From an optimization exercise on the open Yosys and OpenROAD flow, aimed at small area, a short achievable clock period and few clock cycles per item; shortcuts taken in it are not production practice. Where RTL was checked, it was by simulation tests only, not by an equivalence proof against the original. Power and IR drop assume default switching activity.

Setup of job 104:
Design fpu_mult_arb, start of the top module:
module fpu_mult_arb
#(
   parameter int NUM_REQ = 4
)(
   input  logic                    clk,
   input  logic                    rst,
   input  logic [NUM_REQ-1:0]      req_valid,
   output logic [NUM_REQ-1:0]      req_ready,
   input  logic [NUM_REQ*FP_W-1:0] req_a,
   input  logic [NUM_REQ*FP_W-1:0] req_b,
   output logic [NUM_REQ-1:0]      rsp_valid,
   input  logic [NUM_REQ-1:0]      rsp_ready,
   output logic [FP_W-1:0]         rsp_data,
   output logic                    busy
);
==> flow/config.mk <==
export PLATFORM = sky130hd
export DESIGN_NAME = fpu_mult_arb
export DESIGN_NICKNAME = fpu_mult_arb
export VERILOG_FILES = /design/flow/design.v
export SDC_FILE = /design/flow/constraint.sdc
export NUM_CORES = 4
export LEC_CHECK = 0
export CAP_MARGIN = 20
export CORE_MARGIN = 2
export CORE_UTILIZATION = 40
export SLEW_MARGIN = 20
export SYNTH_HIERARCHICAL = 1
export SYNTH_MINIMUM_KEEP_SIZE = 0
==> flow/constraint.sdc <==
create_clock -name core_clock -period 9.0 [get_ports {clk}]
set_input_delay 1.8000 -clock core_clock [delete_from_list [all_inputs] [get_ports {clk}]]
set_output_delay 1.8000 -clock core_clock [all_outputs]
set_load 0.01 [all_outputs]
standard.sh (not shown) runs the stock make flow with config.mk's settings and CLKGATE_MAP_FILE= SYNTH_SCRIPT=/design/flow/synth_recipe.tcl, a recipe that flattens the netlist after the stock synthesis.
==> flow/flow/run.sh <==
#!/bin/bash
# Layout flow: the standard layout (standard.sh: the standard synthesis,
# floorplan, power grid, placement, CTS and routing, all unchanged) with two
# settings of how the layout is made:
#   - every input and output port still gets its own buffer, but a
#     sky130_fd_sc_hd__buf_1 instead of the delay cell buffer_ports picks;
set -euo pipefail
MARGIN=5.7
cd "$(dirname "$0")/.."
bash standard.sh "BUFFER_PORTS_ARGS=-buffer_cell sky130_fd_sc_hd__buf_1" \
   "SETUP_SLACK_MARGIN=$MARGIN" finish > standard.log 2>&1
--- input diff job 104..job 105 ---
-- flow/flow/run.sh --
<<< job 104, line 7
set -euo pipefail
MARGIN=5.7
cd "$(dirname "$0")/.."
>>> job 105, line 7
set -euo pipefail
MARGIN=5.5
cd "$(dirname "$0")/.."
Results
Relative to job 104, sequential share of layout area has increased by 1.7 points in job 105.
Job 105 vs job 104, termination of the worst setup path: r2_cut[52]$_DFF_P_ vs r2_cut[62]$_DFF_P_
Row power share of the combinational group: job 105 lower / job 104 higher
Final cell count in job 105 vs job 104: down about 4.3%
Job 105 against job 104: worst setup margin up 0.045 ns, global-route wire length before repair down 9.5 mm, share of flip-flops with an asynchronous set or reset flat, pin slew with the least headroom to its limit down 0.070 ns, fraction of power consumed by sequential logic up 2.2 points.
Job 105 reached the final stage; the timing, design-rule and antenna checks on its layout passed.
No functional check of the RTL was part of any run of this note.


== P ==
fpu_mult_arb, a different RTL version from the one above (not shown whole).
Size: roughly 2000 cells after synthesis, roughly 310 flip-flops, roughly 310 I/O pins, roughly 24000 um2 of cells after synthesis.
Settings: LEC_CHECK=0, CAP_MARGIN=20, CORE_MARGIN=2, CORE_UTILIZATION=60, SLEW_MARGIN=20, SYNTH_HIERARCHICAL=1, SYNTH_MINIMUM_KEEP_SIZE=0, TNS_END_PERCENT=0; clock period 9.0 ns.
==> flow/flow/run.sh <==
#!/bin/bash
# Layout flow: the standard layout (standard.sh: the standard synthesis,
# floorplan, power grid, placement, CTS and routing, all unchanged) with two
# settings of how the layout is made:
#   - every input and output port still gets its own buffer, but a
#     sky130_fd_sc_hd__buf_1 instead of the delay cell buffer_ports picks;
set -euo pipefail
MARGIN=6.0
cd "$(dirname "$0")/.."
bash standard.sh "BUFFER_PORTS_ARGS=-buffer_cell sky130_fd_sc_hd__buf_1" \
   "SETUP_SLACK_MARGIN=$MARGIN" finish > standard.log 2>&1
Testbench counts of P, summed over its fixed seeds: cycles 3,232, items 3,200.
diff inputs: P => Q
--- a/flow/flow/run.sh
+++ b/flow/flow/run.sh
@@ -6,5 +6,5 @@
 #     sky130_fd_sc_hd__buf_1 instead of the delay cell buffer_ports picks;
 set -euo pipefail
-MARGIN=6.0
+MARGIN=5.8
 cd "$(dirname "$0")/.."
 bash standard.sh "BUFFER_PORTS_ARGS=-buffer_cell sky130_fd_sc_hd__buf_1" \
Results
The overall power consumption in Q was higher than what P gave.
Between Q and P, the flip-flop and latch share of the layout cell area is higher for Q.
P was routed with more vias than Q.
Taking Q as 1.0, P lands at 1.3 on number of buffers outside the clock class in the layout.
As of Q, number of global-route vias before repair had fallen by a few percent compared to P.
Q ended with less number of clock buffers in the layout than P.
Against P, Q reports a final worst setup slack that is lower.
Against P, Q reports a combinational cell fraction of total power that is higher.
#### Input delta (R over Q)
- CTS_BUF_LIST newly set to sky130_fd_sc_hd__clkbuf_4 sky130_fd_sc_hd__clkbuf_8
- CTS_CLUSTER_SIZE newly set to 30
- TNS_END_PERCENT removed (was 0)
[summary]
Routed wire length (higher): R
R has completed all stages; timing, DRC and antenna checks passed.
Q has lower final non-filler cell area than R.
Q -> R: sequential share of layout area flat
Total area of sequential cells (R over Q): increase, 100 um2
Area growth from synthesis to layout ends up lower on Q.
Of R and Q, it is R that has the higher relative area of non-clock buffer cells in the final design.
Re number of sequential cells in the layout: no difference whatsoever between Q and R.
Relative to R, the following input files were edited for S:
- removing CTS_BUF_LIST (formerly sky130_fd_sc_hd__clkbuf_4 sky130_fd_sc_hd__clkbuf_8)
- removing CTS_CLUSTER_SIZE (formerly 30)
- setting PLACE_DENSITY to 0.75 for the first time
- setting TNS_END_PERCENT to 0 for the first time
==> run notes <==
S: all stages complete, timing, DRC and antenna checks passed. In S, the post-layout worst setup margin came out 0.034 ns above the value in R. [S] global router's overall resource usage fell 2.3 points relative to R. S and R ended up with roughly the same sequential share of cell area.
The following lists how T was set up differently from S:
- SLEW_MARGIN changed from 20 to 0
- PLACE_DENSITY removed (was 0.75)
- CAP_MARGIN changed from 20 to 0
[summary]
- T against S: post-CTS repair timing setup buffer count rose by 1, relative area change from synthesis to final layout stayed essentially flat, footprint of the flip-flops and latches stayed essentially flat, share of the core filled with cells stayed essentially flat, part of the power in combinational logic rose by 0.4 points.
- Power density relative to cell area in T vs S: up 4.0%
- Initial core utilization: T vs S identical


delta:
Another version of the RTL of fpu_mult_arb (not shown whole).
Size in the first run: roughly 1900 cells after synthesis, roughly 270 flip-flops, roughly 23000 um2 of cells after synthesis.
Settings: LEC_CHECK=0, CAP_MARGIN=0, CORE_MARGIN=2, CORE_UTILIZATION=60, SLEW_MARGIN=0, SYNTH_HIERARCHICAL=1, SYNTH_MINIMUM_KEEP_SIZE=0, TNS_END_PERCENT=10; clock period 9.0 ns.
==> flow/flow/run.sh <==
#!/bin/bash
set -euo pipefail
MARGIN=5.9
cd "$(dirname "$0")/.."
bash standard.sh "BUFFER_PORTS_ARGS=-buffer_cell sky130_fd_sc_hd__buf_1" \
   "SETUP_SLACK_MARGIN=$MARGIN" finish > standard.log 2>&1
Testbench counts of delta, summed over its fixed seeds: cycles 3,232, items 3,200.
--- input diff delta..epsilon ---
- changing TNS_END_PERCENT from 10 to 0
==> flow/flow/run.sh <==
#!/bin/bash
# Layout flow: the standard layout (standard.sh: the standard synthesis,
# floorplan, power grid, placement, CTS and routing, all unchanged) with two
# settings of how the layout is made:
#   - every input and output port still gets its own buffer, but a
#     sky130_fd_sc_hd__buf_1 instead of the delay cell buffer_ports picks;
set -euo pipefail
MARGIN=5.8
cd "$(dirname "$0")/.."
bash standard.sh "BUFFER_PORTS_ARGS=-buffer_cell sky130_fd_sc_hd__buf_1" \
   "SETUP_SLACK_MARGIN=$MARGIN" finish > standard.log 2>&1
met3 global-route usage was higher in delta than in epsilon. Any difference in clock network power between epsilon and delta is small enough to ignore. epsilon: final area lower than delta. The area used by multi-input combinational logic on delta is in line with that on epsilon. Comparing epsilon with delta, the power of the sequential group came out essentially unchanged. In the tables for delta and epsilon, routed wire length reads lower with epsilon. On leakage dissipation, epsilon does better than delta. Taking delta as the reference, in epsilon register share of total power picked up an extra 0.7 points; met2 track utilization from global routing went up. r1_ma[21] as the startpoint of the worst setup timing path was reported by delta, and r1_ma[19] by epsilon.

port drivers added, routing unchanged:
No port has a modelled driver above. Below, the same layouts with a new extraction and two added sets of constraints. Step 1, drivers: a clkbuf_16 drives clk and a buf_2 each remaining input, both assumed. Step 2, shift: input delay + t, output delay - t, t = (earliest + latest rising clock arrival at the registers) / 2. This alone moves slack from input paths to output paths. a / b / c = ideal ports / drivers / drivers and shift; a / b = the first two.
run | t (ns) | slack for setup (ns) | worst hold slack (ns) | latest minus earliest clock arrival (ns) | cell pins on the clock port's net
job 104 | 0.655 | 5.498 / 5.498 / 5.272 | 0.331 / 0.331 / 0.331 | 0.017 / 0.017 | 1
job 105 | 0.601 | 5.543 / 5.543 / 5.288 | 0.330 / 0.330 / 0.330 | 0.021 / 0.021 | 1
P | 0.601 | 5.896 / 5.896 / 5.439 | 0.325 / 0.325 / 0.325 | 0.027 / 0.027 | 1
Q | 0.600 | 5.798 / 5.798 / 5.358 | 0.325 / 0.325 / 0.325 | 0.044 / 0.044 | 1
R | 0.700 | 5.796 / 5.796 / 5.407 | 0.328 / 0.328 / 0.328 | 0.033 / 0.033 | 1
S | 0.588 | 5.830 / 5.830 / 5.409 | 0.325 / 0.325 / 0.325 | 0.022 / 0.022 | 1
T | 0.605 | 5.818 / 5.818 / 5.348 | 0.325 / 0.325 / 0.325 | 0.028 / 0.028 | 1
delta | 0.635 | 5.802 / 5.802 / 5.295 | 0.327 / 0.327 / 0.327 | 0.045 / 0.045 | 1
epsilon | 0.639 | 5.759 / 5.759 / 5.237 | 0.323 / 0.323 / 0.323 | 0.017 / 0.017 | 1
After both steps every run listed still meets setup and hold. The setup slack of epsilon, which loses most, moves by 0.000 ns with the drivers and by -0.522 ns with both steps.
